This is an optimization exercise on Yosys and OpenROAD, whose aim is small area, not a production implementation.
Function was checked by simulation only, so behaviour that the tests miss may differ from the original.
Power is estimated from default activity; no workload was simulated.

<file path="config.mk">
export PLATFORM = sky130hd
export DESIGN_NAME = id_exe_core
export DESIGN_NICKNAME = id_exe_core
export VERILOG_FILES = /design/flow/design.v
export SDC_FILE = /design/flow/constraint.sdc
export NUM_CORES = 4
export LEC_CHECK = 0
export CAP_MARGIN = 20
export CORE_MARGIN = 2
export CORE_UTILIZATION = 40
export SLEW_MARGIN = 20
export SYNTH_HIERARCHICAL = 1
</file>
<file path="constraint.sdc">
create_clock -name core_clock -period 15.0 [get_ports {clk}]
set_input_delay 3.0000 -clock core_clock [delete_from_list [all_inputs] [get_ports {clk}]]
set_output_delay 3.0000 -clock core_clock [all_outputs]
set_load 0.01 [all_outputs]
</file>
<file path="design.v">
package mips_pkg;
    localparam int XLEN  = 32;
    localparam int NREGS = 32;
    localparam logic [5:0] OP_NOP  = 6'd0;
    localparam logic [5:0] OP_ADD  = 6'd1;
    localparam logic [5:0] OP_SUB  = 6'd3;
    localparam logic [5:0] OP_AND  = 6'd5;
    localparam logic [5:0] OP_OR   = 6'd6;
    localparam logic [5:0] OP_NOR  = 6'd7;
    localparam logic [5:0] OP_XOR  = 6'd8;
    localparam logic [5:0] OP_SLA  = 6'd9;
    localparam logic [5:0] OP_SLL  = 6'd10;
    localparam logic [5:0] OP_SRA  = 6'd11;
    localparam logic [5:0] OP_SRL  = 6'd12;
    localparam logic [5:0] OP_ADDI = 6'd32;
    localparam logic [5:0] OP_SUBI = 6'd33;
    localparam logic [5:0] OP_LD   = 6'd36;
    localparam logic [5:0] OP_ST   = 6'd37;
    localparam logic [5:0] OP_BEZ  = 6'd40;
    localparam logic [5:0] OP_BNE  = 6'd41;
    localparam logic [5:0] OP_JMP  = 6'd42;
    typedef enum logic [3:0] {
        CMD_ADD = 4'b0000,
        CMD_SUB = 4'b0010,
        CMD_AND = 4'b0100,
        CMD_OR  = 4'b0101,
        CMD_NOR = 4'b0110,
        CMD_XOR = 4'b0111,
        CMD_SHL = 4'b1000,
        CMD_SRA = 4'b1001,
        CMD_SRL = 4'b1010
    } exe_cmd_e;
    typedef struct packed {
        logic     wb_en;
        logic     mem_r_en;
        logic     mem_w_en;
        exe_cmd_e cmd;
    } ctrl_t;
    typedef struct packed {
        logic [XLEN-1:0] val1;
        logic [XLEN-1:0] val2;
        logic [XLEN-1:0] reg2;
        logic [XLEN-1:0] pc;
        logic [4:0]      dest;
        ctrl_t           ctrl;
    } id_ex_t;
    typedef struct packed {
        logic [XLEN-1:0] alu;
        logic [XLEN-1:0] st;
        logic [XLEN-1:0] pc;
        logic [4:0]      dest;
        logic            wb_en;
        logic            mem_r_en;
        logic            mem_w_en;
    } ex_mem_t;
endpackage
module g_aoi222 (input logic [2:0] a, input logic [2:0] b, output logic y);
    assign y = ~|(a & b);
endmodule
module g_carry #(parameter int N = 32) (
    input  logic         i_ci,
    input  logic [N-1:0] i_gx,
    input  logic [N-1:0] i_px,
    output logic [N-1:0] o_cx
);
    logic [N:0] cx;
    integer k;
    always_comb begin
        cx[0] = i_ci;
        for (k = 0; k < N; k = k + 1)
            if (k % 2 == 0) cx[k + 1] = ~(i_gx[k] | (i_px[k] & cx[k]));   
            else            cx[k + 1] = ~(i_gx[k] & (i_px[k] | cx[k]));   
    end
    assign o_cx = cx[N-1:0];
endmodule
module g_shift (
    input  logic [31:0] i_a,
    input  logic [4:0]  i_keep,    
    input  logic [4:0]  i_r,       
    input  logic [4:0]  i_l,       
    input  logic        i_fill,    
    input  logic        i_filln,   
    output logic [31:0] o_yn
);
    logic [31:0] x [6];
    assign x[0] = i_a;
    genvar k, i;
    for (k = 0; k < 5; k = k + 1) begin : g_st
        localparam int S = 1 << k;
        for (i = 0; i < 32; i = i + 1) begin : g_b
            logic rin, lin;
            if (i + S < 32) begin : g_rin
                assign rin = x[k][i + S];
            end else begin : g_rf
                assign rin = (k % 2 == 0) ? i_fill : i_filln;
            end
            if (i >= S) begin : g_lin
                assign lin = x[k][i - S];
            end else begin : g_lz
                assign lin = (k % 2 == 0) ? 1'b0 : 1'b1;
            end
            g_aoi222 u (.a({i_keep[k], i_r[k], i_l[k]}), .b({x[k][i], rin, lin}), .y(x[k + 1][i]));
        end
    end
    assign o_yn = x[5];
endmodule
module rf_rdbit (
    input  logic [31:0] i_s,
    input  logic [31:0] i_d,
    output logic        o_d
);
    logic [9:0] y;
    genvar k;
    for (k = 0; k < 10; k = k + 1) begin : g_t
        g_aoi222 u (.a(i_s[3 * k + 2:3 * k]), .b(i_d[3 * k + 2:3 * k]), .y(y[k]));
    end
    assign o_d = ~&y | (i_s[30] & i_d[30]) | (i_s[31] & i_d[31]);
endmodule
module mips_alu
(
    input  logic        i_sub,     
    input  logic        i_shl,     
    input  logic        i_shr,     
    input  logic        i_sra,     
    input  logic        i_t_sum,   
    input  logic        i_t_g,     
    input  logic        i_t_p,     
    input  logic        i_t_nor,   
    input  logic        i_t_sh,    
    input  logic [31:0] i_a,
    input  logic [31:0] i_b,
    output logic [31:0] o_p,       
    output logic [31:0] o_result
);
    localparam logic [31:0] ODD = 32'hAAAA_AAAA;
    logic [31:0] b_eff, p, g, cx, sum, shn;
    logic [4:0]  keep, r, l;
    logic        fill;
    assign b_eff = i_b ^ {32{i_sub}};
    assign p     = i_a ^ b_eff;
    assign g     = i_a & b_eff;
    assign o_p   = p;
    g_carry #(.N(32)) u_cy (.i_ci(i_sub), .i_gx(g ^ ODD), .i_px(p ^ ODD), .o_cx(cx));
    assign sum = p ^ cx ^ ODD;
    assign keep = ~i_b[4:0];
    assign r    = i_b[4:0] & {5{i_shr}};
    assign l    = i_b[4:0] & {5{i_shl}};
    assign fill = i_sra & i_a[31];
    g_shift u_sh (.i_a(i_a), .i_keep(keep), .i_r(r), .i_l(l), .i_fill(fill), .i_filln(~fill), .o_yn(shn));
    assign o_result = ({32{i_t_sum}} & sum)
                    | ({32{i_t_g}}   & g)
                    | ({32{i_t_p}}   & p)
                    | ({32{i_t_nor}} & ~(g | p))
                    | ({32{i_t_sh}}  & ~shn);
endmodule
module br_adder (
    input  logic [31:0] i_pc,
    input  logic [15:0] i_imm,
    output logic [31:0] o_addr
);
    localparam logic [29:0] ODD = 30'h2AAA_AAAA;
    logic [29:0] b, p, g, cx;
    assign b = {{14{i_imm[15]}}, i_imm};
    assign p = i_pc[31:2] ^ b;
    assign g = i_pc[31:2] & b;
    g_carry #(.N(30)) u_cy (.i_ci(1'b0), .i_gx(g ^ ODD), .i_px(p ^ ODD), .o_cx(cx));
    assign o_addr = {p ^ cx ^ ODD, i_pc[1:0]};
endmodule
module id_exe_core #(
    parameter int XLEN  = 32,
    parameter int NREGS = 32
) (
    input  logic            clk,
    input  logic            rst,
    input  logic [XLEN-1:0] pc_in,
    input  logic [XLEN-1:0] instr,
    input  logic [XLEN-1:0] wb_data,
    input  logic [4:0]      wb_dest,
    input  logic            wb_we,
    output logic            br_taken,
    output logic [XLEN-1:0] br_addr,
    output logic [XLEN-1:0] alu_result,
    output logic [XLEN-1:0] st_val,
    output logic [4:0]      dest,
    output logic            mem_r_en,
    output logic            mem_w_en,
    output logic            wb_en,
    output logic            [XLEN-1:0] pc_out
);
    logic [31:1][31:0] r_rf;
    logic        r_v1;
    logic [31:0] r1_alu;
    logic [31:0] r1_st;
    logic [31:0] r1_pc;
    logic [4:0]  r1_dest;
    logic        r1_wb, r1_rd, r1_wr;
    logic [31:0] r2_alu;
    logic [31:0] r2_st;
    logic [31:0] r2_pc;
    logic [4:0]  r2_dest;
    logic        r2_wb, r2_rd, r2_wr;
    logic [5:0]  w_op;
    logic [4:0]  w_rd;
    logic [4:0]  w_rs;
    logic [4:0]  w_rt;
    logic [4:0]  w_i2;
    logic [31:0] w_sext;
    logic        w_reg2_rd;
    logic        w_use_imm;
    logic [31:1] w_hit;
    logic [31:0] w_val1;
    logic [31:0] w_reg2;
    logic [31:0] w_val2;
    logic [31:0] w_p;
    logic [31:0] w_alu;
    logic        c_wb, c_rd, c_wr;
    logic        c_sub, c_shl, c_shr, c_sra;
    logic        t_sum, t_g, t_p, t_nor, t_sh;
    integer      i;
    assign w_op      = instr[31:26];
    assign w_rd      = instr[25:21];
    assign w_rs      = instr[20:16];
    assign w_rt      = instr[15:11];
    assign w_sext    = {{16{instr[15]}}, instr[15:0]};
    assign w_reg2_rd = (w_op == mips_pkg::OP_ST) || (w_op == mips_pkg::OP_BEZ) || (w_op == mips_pkg::OP_BNE);
    assign w_use_imm = (w_op == mips_pkg::OP_ADDI) || (w_op == mips_pkg::OP_SUBI) || (w_op == mips_pkg::OP_LD) || (w_op == mips_pkg::OP_ST);
    assign w_i2      = w_reg2_rd ? w_rd : w_rt;
    always_comb begin
        for (i = 1; i < 32; i = i + 1)
            w_hit[i] = wb_we && (wb_dest == i[4:0]);
    end
    logic [31:0] w_sel1, w_sel2;
    always_comb begin
        w_sel1[0] = (w_rs != 5'd0) && wb_we && (wb_dest == w_rs);
        w_sel2[0] = (w_i2 != 5'd0) && wb_we && (wb_dest == w_i2);
        for (i = 1; i < 32; i = i + 1) begin
            w_sel1[i] = (w_rs == i[4:0]) && !w_hit[i];
            w_sel2[i] = (w_i2 == i[4:0]) && !w_hit[i];
        end
    end
    genvar b;
    for (b = 0; b < 32; b = b + 1) begin : g_rd
        logic [31:0] d;
        for (genvar r = 1; r < 32; r = r + 1) begin : g_r
            assign d[r] = r_rf[r][b];
        end
        assign d[0] = wb_data[b];
        rf_rdbit u_rd1 (.i_s(w_sel1), .i_d(d), .o_d(w_val1[b]));
        rf_rdbit u_rd2 (.i_s(w_sel2), .i_d(d), .o_d(w_reg2[b]));
    end
    assign w_val2 = w_use_imm ? w_sext : w_reg2;
    always_comb begin
        c_wb = 1'b0; c_rd = 1'b0; c_wr = 1'b0;
        c_sub = 1'b0; c_shl = 1'b0; c_shr = 1'b0; c_sra = 1'b0;
        t_sum = 1'b0; t_g = 1'b0; t_p = 1'b0; t_nor = 1'b0; t_sh = 1'b0;
        case (w_op)
            mips_pkg::OP_ADD, mips_pkg::OP_ADDI: begin t_sum = 1'b1; c_wb = 1'b1; end
            mips_pkg::OP_SUB, mips_pkg::OP_SUBI: begin t_sum = 1'b1; c_sub = 1'b1; c_wb = 1'b1; end
            mips_pkg::OP_AND:                    begin t_g = 1'b1; c_wb = 1'b1; end
            mips_pkg::OP_OR:                     begin t_g = 1'b1; t_p = 1'b1; c_wb = 1'b1; end
            mips_pkg::OP_NOR:                    begin t_nor = 1'b1; c_wb = 1'b1; end
            mips_pkg::OP_XOR:                    begin t_p = 1'b1; c_wb = 1'b1; end
            mips_pkg::OP_SLA, mips_pkg::OP_SLL:  begin t_sh = 1'b1; c_shl = 1'b1; c_wb = 1'b1; end
            mips_pkg::OP_SRA:                    begin t_sh = 1'b1; c_shr = 1'b1; c_sra = 1'b1; c_wb = 1'b1; end
            mips_pkg::OP_SRL:                    begin t_sh = 1'b1; c_shr = 1'b1; c_wb = 1'b1; end
            mips_pkg::OP_LD:                     begin t_sum = 1'b1; c_wb = 1'b1; c_rd = 1'b1; end
            mips_pkg::OP_ST:                     begin t_sum = 1'b1; c_wr = 1'b1; end
            default:                             t_sum = 1'b1;
        endcase
    end
    mips_alu u_alu (
        .i_sub   (c_sub),
        .i_shl   (c_shl),
        .i_shr   (c_shr),
        .i_sra   (c_sra),
        .i_t_sum (t_sum),
        .i_t_g   (t_g),
        .i_t_p   (t_p),
        .i_t_nor (t_nor),
        .i_t_sh  (t_sh),
        .i_a     (w_val1),
        .i_b     (w_val2),
        .o_p     (w_p),
        .o_result(w_alu)
    );
    assign br_taken = (w_op == mips_pkg::OP_BEZ) ? (w_val1 == 32'd0) :
                      (w_op == mips_pkg::OP_BNE) ? (w_p != 32'd0) :
                      (w_op == mips_pkg::OP_JMP);
    br_adder u_br (.i_pc(pc_in), .i_imm(instr[15:0]), .o_addr(br_addr));
    always_ff @(posedge clk) begin
        for (i = 1; i < 32; i = i + 1)
            if (w_hit[i])
                r_rf[i] <= wb_data;
    end
    always_ff @(posedge clk) begin
        r_v1    <= rst;
        r1_alu  <= w_alu;
        r1_st   <= w_reg2;
        r1_pc   <= pc_in;
        r1_dest <= w_rd;
        r1_wb   <= c_wb;
        r1_rd   <= c_rd;
        r1_wr   <= c_wr;
    end
    always_ff @(posedge clk) begin
        if (!rst || !r_v1) begin
            r2_alu  <= '0;
            r2_st   <= '0;
            r2_pc   <= '0;
            r2_dest <= '0;
            r2_wb   <= 1'b0;
            r2_rd   <= 1'b0;
            r2_wr   <= 1'b0;
        end else begin
            r2_alu  <= r1_alu;
            r2_st   <= r1_st;
            r2_pc   <= r1_pc;
            r2_dest <= r1_dest;
            r2_wb   <= r1_wb;
            r2_rd   <= r1_rd;
            r2_wr   <= r1_wr;
        end
    end
    assign alu_result = r2_alu;
    assign st_val     = r2_st;
    assign dest       = r2_dest;
    assign mem_r_en   = r2_rd;
    assign mem_w_en   = r2_wr;
    assign wb_en      = r2_wb;
    assign pc_out     = r2_pc;
endmodule
</file>
<file path="run.sh">
#!/bin/bash
# synth_recipe.tcl (not shown) runs the flow's synth.tcl, then flattens the netlist and writes it again
# the make line also repeats each setting of config.mk as NAME=value (left out here)
make -C /OpenROAD-flow-scripts/flow DESIGN_CONFIG=/design/flow/config.mk WORK_HOME=/design/flow/orfs CLKGATE_MAP_FILE= SYNTH_SCRIPT=/design/flow/synth_recipe.tcl finish
</file>
==> results.py, run 1 <==
metrics = {
    "outcome": {
        "status": "finished clean",
    },
    "layout": {
        "fin_util_pct": 48.0,
        "nets": 4065,
        "final_cell_area_um2": 62000,
        "drive_above_1_share_pct": 15.1,
        "syn2layout_area_growth_pct": 19.5,
        "layout_commonest_cell": "edfxtp_1",
        "final_cell_mix": "edfxtp_1 (992), a222oi_1 (800), clkdlybuf4s50_1 (239), dfxtp_1 (208), buf_4 (154)",
        "finalNonFillerCells": 5740,
    },
    "place": {
        "placed_cell_area_um2": 57900,
        "routabilityCongestion": 0.931,
        "port_buffers": 240,
        "dp_hpwl_um": 122000,
        "place_inst": 5515,
    },
    "timing": {
        "tns_ps": 0,
        "setup_viol": 0,
        "finalHoldViolCount": 0,
        "tightest_slew_ps": 1210,
        "fmax_ghz": 0.0745,
        "rsz0062_at_grt": "no",
        "slew_headroom_pct": 18.8,
        "fin_skew_ps": 36.1,
        "finalCritPeriodShare_pct": 89.5,
        "report.final.slew_viol_count": 0,
        "period_needed_ps": 13420,
    },
    "synthesis": {
        "ys_warn_count": 12,
        "syn_area_um2": 51900,
        "syn_inst": 3426,
        "avgSynthCellArea_um2": 15.1,
    },
    "grt": {
        "grt_pass1_vias": 38153,
        "use_met3_pct": 7.75,
        "top_usage_layer": "met2",
        "grt_usage_pct": 29.1,
        "use_met2_pct": 44.2,
        "grt_start_max_net_pins": 106,
        "grt_overflow_total": 0,
        "grt_pass1_wl_um": 278000,
        "antenna_found_initial": 7,
        "use_met1_pct": 37.1,
    },
    "worst_setup_path": {
        "cp_top_family": "simple AND/OR/NAND/NOR gates",
        "path_class": "input port to output port",
        "worst-path-buf-inv": 5,
        "reg2reg_slack_ps": 9260,
        "crit_cells": 22,
        "worst_path_largest_cell_delay_ps": 810,
        "r2r-end": "r1_alu[15]",
        "end_kind": "output port",
        "critPathArrivalTime_ps": 10420,
        "crit_chain": "clkdlybuf4s50_1 -> inv_1 -> ha_1 -> and3b_4 -> a22oi_4 -> nor3_1 -> a31oi_1 -> nor3_2 -> buf_4 -> a222oi_1 -> nand4_1 -> or4_4 -> a21o_1 -> xor2_1 -> inv_1 -> ha_1 -> nor4_1 -> nand4_1 -> nor4_1 -> a21oi_1 -> o21a_1 -> clkdlybuf4s50_1",
        "slowest_stage": "nor4_1",
        "reg2regPathDepth": 16,
        "crit_fanout": 32,
        "critPathCapture": "br_taken",
        "startpoint_type": "input port",
        "reg2reg_from": "r_rf[741]",
        "critPathRequiredTime_ps": 12000,
        "startpoint": "instr[26]",
    },
    "clocking": {
        "clock-sinks": 1201,
        "path_clk_slew_ps": 60,
        "cts-root-buf": "clkbuf_16",
        "cts_max_level": 3,
        "post_cts_resized": 0,
        "post_cts.repair.setup_buffers": 0,
        "numCtsBuffers": 119,
        "clk_path_buf_depth": 3,
        "cts_tree": "done",
        "cts_hold_buffers": 0,
        "insertion_delay_ps": 770,
    },
    "drt": {
        "drt_iter0_drc": 9243,
        "avgRoutedWirePerCell_um": 34.4,
        "num_vias": 40402,
        "ant_nets": 0,
        "drc": 0,
        "dr.pass1.iters": 15,
        "avgViaCountPerCell": 7.04,
        "drt_wl_total_um": 197000,
    },
    "run": {
        "maxCapViolations": 0,
    },
    "hold_path": {
        "hold_path_class": "flop to flop",
    },
    "pwr": {
        "finalPower_mw": 8.14,
        "p_leak_nw": 20.9,
        "vdd_drop_max_mv": 0.103,
        "powerDensity_nw_per_um2": 131,
    },
    "floorplanning": {
        "start_util_pct": 40.1,
        "die_h_um": 364,
        "die_area_um2": 133000,
        "die_x_um": 364,
        "row_count": 132,
        "fp.coreArea_um2": 129000,
        "ios": 241,
    },
}
[stage by stage]
step	setup WS [ps]	hold slack (ps)
2_1_floorplan	3170	444
3_3_place_gp	1800	446
3_5_place_dp	1770	450
4_1_cts	1740	461
5_1_grt	1430	473
6_report	1580	462
[worst register-to-register path, cell delays in order (launching register included)]
cell and delay (ps):
edfxtp_1 390, a222oi_1 360, nand4_1 470, or4_4 670
mux2_2 290, xor2_1 380, xor2_1 180, inv_1 140
o21bai_1 150, a21oi_1 120, o32ai_1 660, nor3_1 210
or3b_1 450, a21oi_1 200, xor2_1 90, a221oi_1 700
o21ai_1 130
[metal layers]
metal	share of wire, %	wire length (um)
met1	35	69900
met2	44	86800
met3	14	27300
met4	6.8	13500
met5	0.013	26
[power by group]
group / switching [mW] / internal [mW] / total (mW)
registers: 0.0468 / 3.73 / 3.78
clock network: 1.32 / 1.75 / 3.06
logic: 0.821 / 0.481 / 1.30
total: 2.18 / 5.96 / 8.14
[flip-flops by register name, summed over array words and instances (netlist names)]
signal   cells
r2_st       32
r2_wb        1
r1_wr        1
r2_alu      32
r1_dest      5
r1_rd        1
r_rf       992
r1_alu      32
r2_wr        1
r_v1         1
r2_pc       32
r1_wb        1
r1_st       32
r1_pc       32
r2_rd        1
r2_dest      5
[layout make-up]
type                    instances  area, um^2
multi-input cells            2067       17800
inverters                     111         417
clock buffers                 151        3290
diodes                          1        2.50
well taps                    1742        2180
clock inverters                73         752
flip-flops and latches       1201       34000
repair buffers                394        3560
fillers                     11227       67200
[worst min path at each step]
stage	endpoint	start	cells after the start	slack, ps
finish	r2_st[10]	r1_st[10]	1	460
floorplan	r2_alu[0]	r1_alu[0]	1	440
CTS	r2_alu[2]	r1_alu[2]	1	460
global route	r2_rd	r1_rd	1	470
detailed placement	r2_pc[25]	r1_pc[25]	1	450
global placement	r2_dest[1]	r1_dest[1]	1	450
==> run 2, diff against run 1 <==
--- a/design.v
+++ b/design.v
@@ -58,4 +58,10 @@
     assign y = ~|(a & b);
 endmodule
+module g_aoi21 (input logic a, input logic b, input logic c, output logic y);
+    assign y = ~((a & b) | c);
+endmodule
+module g_oai21 (input logic a, input logic b, input logic c, output logic y);
+    assign y = ~((a | b) & c);
+endmodule
 module g_carry #(parameter int N = 32) (
     input  logic         i_ci,
@@ -65,10 +71,12 @@
 );
     logic [N:0] cx;
-    integer k;
-    always_comb begin
-        cx[0] = i_ci;
-        for (k = 0; k < N; k = k + 1)
-            if (k % 2 == 0) cx[k + 1] = ~(i_gx[k] | (i_px[k] & cx[k]));   
-            else            cx[k + 1] = ~(i_gx[k] & (i_px[k] | cx[k]));   
+    genvar k;
+    assign cx[0] = i_ci;
+    for (k = 0; k < N; k = k + 1) begin : g_st
+        if (k % 2 == 0) begin : g_e
+            g_aoi21 u (.a(i_px[k]), .b(cx[k]), .c(i_gx[k]), .y(cx[k + 1]));
+        end else begin : g_o
+            g_oai21 u (.a(i_px[k]), .b(cx[k]), .c(i_gx[k]), .y(cx[k + 1]));
+        end
     end
     assign o_cx = cx[N-1:0];
@@ -105,7 +113,10 @@
     assign o_yn = x[5];
 endmodule
+module rf_hold (input logic i_we, input logic i_wen, input logic i_d, input logic i_q, output logic o_d);
+    assign o_d = (i_we & i_d) | (i_wen & i_q);
+endmodule
 module rf_rdbit (
-    input  logic [31:0] i_s,
-    input  logic [31:0] i_d,
+    input  logic [31:1] i_s,
+    input  logic [31:1] i_d,
     output logic        o_d
 );
@@ -113,7 +124,7 @@
     genvar k;
     for (k = 0; k < 10; k = k + 1) begin : g_t
-        g_aoi222 u (.a(i_s[3 * k + 2:3 * k]), .b(i_d[3 * k + 2:3 * k]), .y(y[k]));
+        g_aoi222 u (.a(i_s[3 * k + 3:3 * k + 1]), .b(i_d[3 * k + 3:3 * k + 1]), .y(y[k]));
     end
-    assign o_d = ~&y | (i_s[30] & i_d[30]) | (i_s[31] & i_d[31]);
+    assign o_d = ~&y | (i_s[31] & i_d[31]);
 endmodule
 module mips_alu
@@ -148,9 +159,11 @@
     assign fill = i_sra & i_a[31];
     g_shift u_sh (.i_a(i_a), .i_keep(keep), .i_r(r), .i_l(l), .i_fill(fill), .i_filln(~fill), .o_yn(shn));
-    assign o_result = ({32{i_t_sum}} & sum)
-                    | ({32{i_t_g}}   & g)
-                    | ({32{i_t_p}}   & p)
-                    | ({32{i_t_nor}} & ~(g | p))
-                    | ({32{i_t_sh}}  & ~shn);
+    logic [31:0] y1, y2;
+    genvar rb;
+    for (rb = 0; rb < 32; rb = rb + 1) begin : g_res
+        g_aoi222 u (.a({i_t_sum, i_t_g, i_t_p}), .b({sum[rb], g[rb], p[rb]}), .y(y1[rb]));
+    end
+    assign y2 = ~(({32{i_t_nor}} & ~(g | p)) | ({32{i_t_sh}} & ~shn));
+    assign o_result = ~(y1 & y2);
 endmodule
 module br_adder (
@@ -230,20 +243,24 @@
             w_hit[i] = wb_we && (wb_dest == i[4:0]);
     end
-    logic [31:0] w_sel1, w_sel2;
+    logic [31:1][31:0] w_rf_d;
+    genvar wr, wb;
+    for (wr = 1; wr < 32; wr = wr + 1) begin : g_wr
+        for (wb = 0; wb < 32; wb = wb + 1) begin : g_wb
+            rf_hold u_h (.i_we(w_hit[wr]), .i_wen(!w_hit[wr]), .i_d(wb_data[wb]), .i_q(r_rf[wr][wb]), .o_d(w_rf_d[wr][wb]));
+        end
+    end
+    logic [31:1] w_sel1, w_sel2;
     always_comb begin
-        w_sel1[0] = (w_rs != 5'd0) && wb_we && (wb_dest == w_rs);
-        w_sel2[0] = (w_i2 != 5'd0) && wb_we && (wb_dest == w_i2);
         for (i = 1; i < 32; i = i + 1) begin
-            w_sel1[i] = (w_rs == i[4:0]) && !w_hit[i];
-            w_sel2[i] = (w_i2 == i[4:0]) && !w_hit[i];
+            w_sel1[i] = (w_rs == i[4:0]);
+            w_sel2[i] = (w_i2 == i[4:0]);
         end
     end
     genvar b;
     for (b = 0; b < 32; b = b + 1) begin : g_rd
-        logic [31:0] d;
+        logic [31:1] d;
         for (genvar r = 1; r < 32; r = r + 1) begin : g_r
-            assign d[r] = r_rf[r][b];
+            assign d[r] = w_rf_d[r][b];
         end
-        assign d[0] = wb_data[b];
         rf_rdbit u_rd1 (.i_s(w_sel1), .i_d(d), .o_d(w_val1[b]));
         rf_rdbit u_rd2 (.i_s(w_sel2), .i_d(d), .o_d(w_reg2[b]));
@@ -289,7 +306,5 @@
     br_adder u_br (.i_pc(pc_in), .i_imm(instr[15:0]), .o_addr(br_addr));
     always_ff @(posedge clk) begin
-        for (i = 1; i < 32; i = i + 1)
-            if (w_hit[i])
-                r_rf[i] <= wb_data;
+        r_rf <= w_rf_d;
     end
     always_ff @(posedge clk) begin
==> flow/run.sh (new file) <==
#!/bin/bash
# Layout: the standard ORFS flow (standard.sh, unchanged synthesis), with
#  - 1-unit port buffers instead of the default delay-buffer cells,
#  - a clock tree of clkbuf_8 cells over sink clusters of at most 12, without dummy loads.
# ORFS's logs stay under orfs/logs; make's own output goes to standard.log.
set -uo pipefail
bash standard.sh \
  BUFFER_PORTS_ARGS="-buffer_cell sky130_fd_sc_hd__buf_1" \
  CTS_ARGS="-sink_clustering_enable -repair_clock_nets -buf_list sky130_fd_sc_hd__clkbuf_8 -sink_clustering_size 12 -sink_clustering_max_diameter 60 -dont_use_dummy_load" \
  finish > standard.log 2>&1
status=$?
exit $status
==> standard.sh (new file) <==
#!/bin/bash
# synth_recipe.tcl (not shown) runs the flow's synth.tcl, then flattens the netlist and writes it again
# the make line also repeats each setting of config.mk as NAME=value (left out here)
make -C /OpenROAD-flow-scripts/flow DESIGN_CONFIG=/design/flow/config.mk WORK_HOME=/design/flow/orfs CLKGATE_MAP_FILE= SYNTH_SCRIPT=/design/flow/synth_recipe.tcl "${@:-finish}"
--- a/config.mk
+++ b/config.mk
@@ -8,5 +8,5 @@
 export CAP_MARGIN = 20
 export CORE_MARGIN = 2
-export CORE_UTILIZATION = 40
+export CORE_UTILIZATION = 55
 export SLEW_MARGIN = 20
 export SYNTH_HIERARCHICAL = 1
removed: run.sh
==> run 2 against run 1 <==
Effect of this change: flip-flop and latch count stayed put; register-to-register slack worse by 3200 ps; still clean; global-route usage is 15 points higher; fmax is 4.9% higher; design area is 12% lower; non-clock buffer count is 24 higher; critical path depth is 26 higher.
==> results.py, run 2 <==
metrics = {
    "timing": {
        "hold_ws_ps": 448,
        "tightest_slew_ps": 1120,
        "fin_skew_ps": 95.4,
        "rsz0062_at_grt": "no",
        "tns_ps": 0,
        "finalCritPeriodShare_pct": 85.3,
        "setup_viol": 0,
        "report.final.slew_viol_count": 0,
        "slew_headroom_pct": 25.3,
        "period_needed_ps": 12790,
        "fmax_ghz": 0.0782,
        "finalHoldViolCount": 0,
    },
    "drt": {
        "ant_nets": 0,
        "drt_iter0_drc": 12000,
        "drt_wl_total_um": 214000,
        "avgViaCountPerCell": 8.04,
        "dr.pass1.iters": 17,
        "avgRoutedWirePerCell_um": 36.2,
        "num_vias": 47623,
        "drc": 0,
    },
    "synthesis": {
        "ys_warn_count": 9,
        "syn_inst": 4245,
        "syn_area_um2": 49300,
        "avgSynthCellArea_um2": 11.6,
    },
    "grt": {
        "grt_pass1_wl_um": 303000,
        "grt_start_max_net_pins": 106,
        "grt_usage_pct": 44.5,
        "antenna_found_initial": 10,
        "grt_overflow_total": 0,
        "grt_pass1_vias": 43545,
    },
    "layout": {
        "fillCellCount": 7341,
        "regMostFlops": "r_rf",
        "largest_reg_flops": 992,
        "final_cell_area_um2": 54700,
        "layout_commonest_cell": "dfxtp_1",
        "syn2layout_area_growth_pct": 11.1,
        "drive_above_1_share_pct": 9.10,
        "final_cell_mix": "dfxtp_1 (1200), a22o_1 (993), a222oi_1 (832), buf_1 (231), buf_4 (174)",
        "nets": 4951,
        "finalNonFillerCells": 5921,
    },
    "place": {
        "routabilityCongestion": 0.980,
        "placed_cell_area_um2": 53000,
        "dp_hpwl_um": 137000,
        "port_buffers": 240,
        "place_inst": 5792,
    },
    "worst_setup_path": {
        "startpoint": "instr[26]",
        "path_class": "input port to flop",
        "critPathCapture": "r1_alu[31]",
        "slowest_stage": "o21ai_1",
        "critPathArrivalTime_ps": 13430,
        "startpoint_type": "input port",
        "r2r-end": "r1_alu[31]",
        "reg2reg_from": "r_rf[577]",
        "end_kind": "flop",
        "reg2regPathDepth": 42,
        "crit_top_cell": "o21ai_1",
        "reg2reg_slack_ps": 6050,
        "worst_path_largest_cell_delay_ps": 770,
        "critPathRequiredTime_ps": 15630,
        "crit_fanout": 32,
    },
    "floorplanning": {
        "die_area_um2": 92000,
        "ios": 241,
        "die_x_um": 303,
        "die_h_um": 303,
        "fp.coreArea_um2": 88500,
        "row_count": 109,
        "start_util_pct": 55.6,
    },
    "clocking": {
        "insertion_delay_ps": 830,
        "path_clk_slew_ps": 80,
        "cts-root-buf": "clkbuf_8",
        "cts_max_level": 3,
        "cts_hold_buffers": 0,
        "clock-sinks": 1201,
        "post_cts.repair.setup_buffers": 0,
        "clk_path_buf_depth": 3,
        "numCtsBuffers": 115,
        "post_cts_resized": 0,
        "cts_tree": "done",
    },
    "pwr": {
        "p_leak_nw": 22.8,
        "vdd_drop_max_mv": 0.112,
        "powerDensity_nw_per_um2": 143,
    },
    "hold_path": {
        "hold_path_class": "flop to flop",
    },
    "outcome": {
        "status": "finished clean",
    },
    "run": {
        "maxCapViolations": 0,
    },
}
[run 2: worst max-delay path: cells and delay by family]
kind / cells / cell delay (ps)
mux: 1 / 340
simple gates: 2 / 380
fa+ha+maj: 2 / 790
compound gates: 36 / 7810
xor+xnor: 2 / 330
buf+inv: 5 / 730
[run 2: final cells by class]
class	instances	area, um^2	area share (%)
well taps	1165	1460	2.66
inverters	166	623	1.14
multi-input cells	2846	24700	45.2
clock buffers	115	1580	2.89
repair buffers	418	2260	4.14
flip-flops and latches	1201	24000	43.9
diodes	10	25.0	0.0457
[run 2: report_power, final]
group / total, mW / internal, mW / switching (mW) / leakage, nW
sequential: 3.95 / 3.80 / 0.159 / 9.98
clock: 1.76 / 0.677 / 1.08 / 0.827
combinational: 2.10 / 0.800 / 1.30 / 12.0
[run 2: worst min-delay path by stage]
| stage | startpoint | endpoint | slack, ps | cells after the start |
|---|---|---|---|---|
| final | r1_st[16] | r2_st[16] | 450 | 1 |
| after global routing | r1_st[16] | r2_st[16] | 460 | 1 |
| after CTS | r1_st[16] | r2_st[16] | 440 | 1 |
| after detailed placement | r1_pc[10] | r2_pc[10] | 450 | 1 |
| after global placement | r1_pc[17] | r2_pc[17] | 450 | 1 |
| after floorplan | r1_alu[0] | r2_alu[0] | 440 | 1 |
[run 2: per-stage QoR]
stage / setup slack (ps) / util [%] / power (mW)
finish: 2210 / 61.8 / 7.81
detailed placement: 1730 / 59.9 / 6.00
CTS: 2510 / 61.7 / 7.70
global placement: 1950 / 59.9 / 5.98
floorplan: 3250 / - / 5.33
global route: 1470 / 61.8 / 8.08
[run 2: routing by layer]
metal	vias to the layer above	GRT usage (%)	routed length, um
met4	14	25.9	14200
met2	4116	62.6	86800
met5	-	1.81	261
li1	19866	-	-
met1	22867	57.7	78700
met3	760	16.9	34200
==> run 3, diff against run 2 <==
--- a/design.v
+++ b/design.v
@@ -66,6 +66,6 @@
 module g_carry #(parameter int N = 32) (
     input  logic         i_ci,
-    input  logic [N-1:0] i_gx,
-    input  logic [N-1:0] i_px,
+    input  logic [N-1:0] i_g,
+    input  logic [N-1:0] i_p,
     output logic [N-1:0] o_cx
 );
@@ -75,7 +75,7 @@
     for (k = 0; k < N; k = k + 1) begin : g_st
         if (k % 2 == 0) begin : g_e
-            g_aoi21 u (.a(i_px[k]), .b(cx[k]), .c(i_gx[k]), .y(cx[k + 1]));
+            g_aoi21 u (.a(i_p[k]), .b(cx[k]), .c(i_g[k]), .y(cx[k + 1]));
         end else begin : g_o
-            g_oai21 u (.a(i_px[k]), .b(cx[k]), .c(i_gx[k]), .y(cx[k + 1]));
+            g_oai21 u (.a(~i_p[k]), .b(cx[k]), .c(~i_g[k]), .y(cx[k + 1]));
         end
     end
@@ -152,5 +152,5 @@
     assign g     = i_a & b_eff;
     assign o_p   = p;
-    g_carry #(.N(32)) u_cy (.i_ci(i_sub), .i_gx(g ^ ODD), .i_px(p ^ ODD), .o_cx(cx));
+    g_carry #(.N(32)) u_cy (.i_ci(i_sub), .i_g(g), .i_p(p), .o_cx(cx));
     assign sum = p ^ cx ^ ODD;
     assign keep = ~i_b[4:0];
@@ -177,5 +177,5 @@
     assign p = i_pc[31:2] ^ b;
     assign g = i_pc[31:2] & b;
-    g_carry #(.N(30)) u_cy (.i_ci(1'b0), .i_gx(g ^ ODD), .i_px(p ^ ODD), .o_cx(cx));
+    g_carry #(.N(30)) u_cy (.i_ci(1'b0), .i_g(g), .i_p(p), .o_cx(cx));
     assign o_addr = {p ^ cx ^ ODD, i_pc[1:0]};
 endmodule
==> flow/run.sh (replaced) <==
#!/bin/bash
# Layout: the standard ORFS flow (standard.sh, unchanged synthesis), with
#  - 1-unit port buffers instead of the default delay-buffer cells,
#  - a clock tree of clkbuf_8 cells over sink clusters of at most 16, without dummy loads.
# ORFS's logs stay under orfs/logs; make's own output goes to standard.log.
set -uo pipefail
bash standard.sh \
  BUFFER_PORTS_ARGS="-buffer_cell sky130_fd_sc_hd__buf_1" \
  CTS_ARGS="-sink_clustering_enable -repair_clock_nets -buf_list sky130_fd_sc_hd__clkbuf_8 -sink_clustering_size 16 -sink_clustering_max_diameter 60 -dont_use_dummy_load" \
  finish > standard.log 2>&1
status=$?
exit $status
--- a/config.mk
+++ b/config.mk
@@ -6,7 +6,7 @@
 export NUM_CORES = 4
 export LEC_CHECK = 0
-export CAP_MARGIN = 20
+export CAP_MARGIN = 10
 export CORE_MARGIN = 2
-export CORE_UTILIZATION = 55
-export SLEW_MARGIN = 20
+export CORE_UTILIZATION = 45
+export SLEW_MARGIN = 10
 export SYNTH_HIERARCHICAL = 1
==> run 3 against run 2 <==
Effect of this change: still clean on timing, DRC and antenna; wire length rose by 2.3%; non-clock buffer count rose by 14; clock-buffer cell count fell by 19; critical path depth fell by 2; clock power fell by 7%; fmax rose by 1.8%; design area rose by 0.49%; sequential power barely moved; critical endpoint unchanged; largest power group unchanged; highest routed layer unchanged.
==> results.py, run 3 <==
metrics = {
    "floorplanning": {
        "die_x_um": 335,
        "fp.coreArea_um2": 109000,
        "ios": 241,
        "die_h_um": 335,
        "die_area_um2": 112000,
        "start_util_pct": 45.4,
        "row_count": 121,
    },
    "synthesis": {
        "yosysTopAreaCellShare_pct": 48.7,
        "postSynth.asyncResetShare_pct": 0,
        "syn_area_um2": 49400,
        "synth_most_common_cell": "dfxtp_1",
        "synth_edf_count": 0,
        "synth_seq_cells": 1201,
        "yosys.area.top_type": "dfxtp_1",
        "ys_warn_count": 9,
        "netlist_top_cells_area": "dfxtp_1 (49%), a22o_1 (18%), a222oi_1 (17%)",
        "synthTopCellsByCount": "dfxtp_1 (1201), a22o_1 (993), a222oi_1 (832)",
        "yosysSeqAreaShare_pct": 48.7,
        "yosysUniqueCellTypes": 54,
        "synth_flop_cell": "dfxtp_1",
        "syn_inst": 4245,
        "avgSynthCellArea_um2": 11.6,
    },
    "pwr": {
        "powerDensity_nw_per_um2": 140,
        "p_leak_nw": 22.8,
        "vdd_drop_max_mv": 0.0962,
    },
    "clocking": {
        "clock-sinks": 1201,
        "path_clk_slew_ps": 100,
        "clk_path_buf_depth": 3,
        "post_cts.repair.setup_buffers": 0,
        "cts_max_level": 3,
        "cts_hold_buffers": 0,
        "numCtsBuffers": 96,
        "cts-root-buf": "clkbuf_8",
        "insertion_delay_ps": 840,
        "cts_tree": "done",
        "post_cts_resized": 0,
    },
    "layout": {
        "fillCellCount": 9783,
        "drive_above_1_share_pct": 9.58,
        "syn2layout_area_growth_pct": 11.3,
        "final_cell_mix": "dfxtp_1 (1200), a22o_1 (993), a222oi_1 (832), buf_1 (219), buf_4 (192)",
        "fin_util_pct": 50.5,
        "regMostFlops": "r_rf",
        "largest_reg_flops": 992,
        "final_cell_area_um2": 55000,
        "layout_commonest_cell": "dfxtp_1",
        "nets": 4946,
    },
    "run": {
        "maxCapViolations": 0,
    },
    "place": {
        "dp_hpwl_um": 143000,
        "port_buffers": 240,
        "placed_cell_area_um2": 53600,
        "routabilityCongestion": 0.990,
    },
    "timing": {
        "slew_headroom_pct": 21.0,
        "setup_viol": 0,
        "rsz0062_at_grt": "no",
        "tightest_slew_ps": 1190,
        "finalCritPeriodShare_pct": 83.8,
        "finalHoldViolCount": 0,
        "period_needed_ps": 12570,
        "fmax_ghz": 0.0795,
        "fin_skew_ps": 81.8,
        "report.final.slew_viol_count": 0,
        "tns_ps": 0,
    },
    "hold_path": {
        "hold_path_class": "flop to flop",
        "hold_depth": 1,
    },
    "grt": {
        "antenna_found_initial": 12,
        "grt_overflow_total": 0,
        "grt_pass1_wl_um": 311000,
        "grt_start_max_net_pins": 106,
        "grt_usage_pct": 37.1,
        "grt_pass1_vias": 43110,
    },
    "worst_setup_path": {
        "critPathRequiredTime_ps": 15670,
        "path_class": "input port to flop",
        "crit_fanout": 32,
        "slowest_stage": "o211ai_1",
        "cp_top_family": "compound AO/OA/AOI/OAI gates",
        "crit_cells": 46,
        "worst-path-buf-inv": 3,
        "reg2regPathDepth": 41,
        "end_kind": "flop",
        "worst_path_largest_cell_delay_ps": 890,
        "critPathArrivalTime_ps": 13240,
        "reg2reg_slack_ps": 6380,
        "startpoint_type": "input port",
    },
    "drt": {
        "num_vias": 47673,
        "avgRoutedWirePerCell_um": 35.5,
        "drt_wl_total_um": 219000,
        "ant_nets": 0,
        "avgViaCountPerCell": 7.74,
        "drc": 0,
        "dr.pass1.iters": 19,
        "drt_iter0_drc": 12608,
    },
    "outcome": {
        "status": "finished clean",
    },
}
-- run 3: path summary, 6_finish.rpt --
kind                                start    endpoint
worst max-delay path            instr[28]  r1_alu[31]
worst min-delay path                r1_wb       r2_wb
worst max register to register  r_rf[480]  r1_alu[31]
worst min register to register      r1_wb       r2_wb
-- run 3: routing by layer --
| layer | share of wire, % | GRT usage, % | wire [um] |
|---|---|---|---|
| met3 | 14 | 11.0 | 31000 |
| met4 | 6.3 | 18.7 | 13800 |
| met2 | 41 | 53.4 | 89600 |
| met1 | 39 | 50.2 | 84500 |
| met5 | 0.090 | 0.782 | 198 |
-- run 3: layout make-up --
type	count	area (um^2)	area share, %
inverters	166	623	1.13
multi-input cells	2846	24800	45.2
repair buffers	432	2370	4.31
diodes	8	20.0	0.0364
flip-flops and latches	1201	24000	43.7
clock buffers	96	1320	2.40
well taps	1414	1770	3.22
-- run 3: per-stage QoR --
stage                     hold WS [ps]  worst slack (ps)  cells  total power, mW
final                              461              2430   6163             7.71
after global placement             445              2010   6059             6.02
after global routing               475              1750   6157             7.99
after CTS                          460              2640   6155             7.63
after floorplan                    444              3290   4275             5.34
after detailed placement           450              1910   6059             6.04
-- run 3: modules after synthesis (local to each module, per instance), excerpt --
module	area, um^2	cells inside	copies in the design
br_adder	657	63	1
g_aoi21	8.76	1	31
g_aoi222	10.0	1	832
g_oai21	5.00	1	29
g_shift	7.51	2	1
id_exe_core	26900	1665	1
mips_alu	2420	315	1
rf_hold	8.76	1	992
rf_rdbit	27.5	4	64
-- run 3: power by group --
part | total, mW | switching (mW) | internal, mW | leakage (nW)
clock | 1.63 | 1.06 | 0.570 | 0.690
combinational | 2.13 | 1.31 | 0.814 | 12.1
sequential | 3.95 | 0.159 | 3.79 | 9.98
total | 7.71 | 2.53 | 5.18 | 22.8
-- run 3: cell families after synthesis --
group,Yosys count,share of synthesized area [%]
adder cells (fa/ha/maj),99,2.51
AND/OR/NAND/NOR,578,6.38
buffers and inverters,228,1.98
AO/OA/AOI/OAI,2024,37.9
multiplexers,17,0.507
other,3,0.0228
flip-flops,1201,48.7
XOR/XNOR,95,2.00
-- run 3: worst register-to-register path, delay by kind of cell, from the launching register on --
kind / cells / cell delay (ps)
compound gates: 35 / 6790
xor+xnor: 2 / 280
fa+ha+maj: 1 / 370
flops: 1 / 310
mux: 1 / 320
simple gates: 2 / 440

## separate check: timing with driven ports
The flow's constraints put no driver on any port. The routed layouts listed below were extracted and timed again, unchanged, in two steps.
Step 1 (the two cells are an assumption about what drives the block):
set clk [get_ports {clk}]
set_driving_cell -lib_cell sky130_fd_sc_hd__clkbuf_16 $clk
set_driving_cell -lib_cell sky130_fd_sc_hd__buf_2 [delete_from_list [all_inputs] $clk]
Step 2 moves the port delays by t, midway between the first and last clock arrival at a register: inputs arrive t later, outputs are due t later. That takes back most of the time a late clock gives input paths.
Slacks: ideal / step 1 / step 2; pairs: ideal / step 1.
run | t, ns | setup slack, ns | worst setup path after step 2 | worst slew at a driven data input, ns
run 1 | 0.829 | 1.582 / 1.554 / 1.554 | input to output | 0.12
run 2 | 0.851 | 2.207 / 2.224 / 1.399 | input to register | 0.10
run 3 | 0.859 | 2.428 / 2.417 / 1.613 | input to register | 0.10
After both steps every run listed still meets setup and hold. For run 3, which loses most, drivers alone change the setup slack by -0.011 ns; drivers and shift together by -0.815 ns.
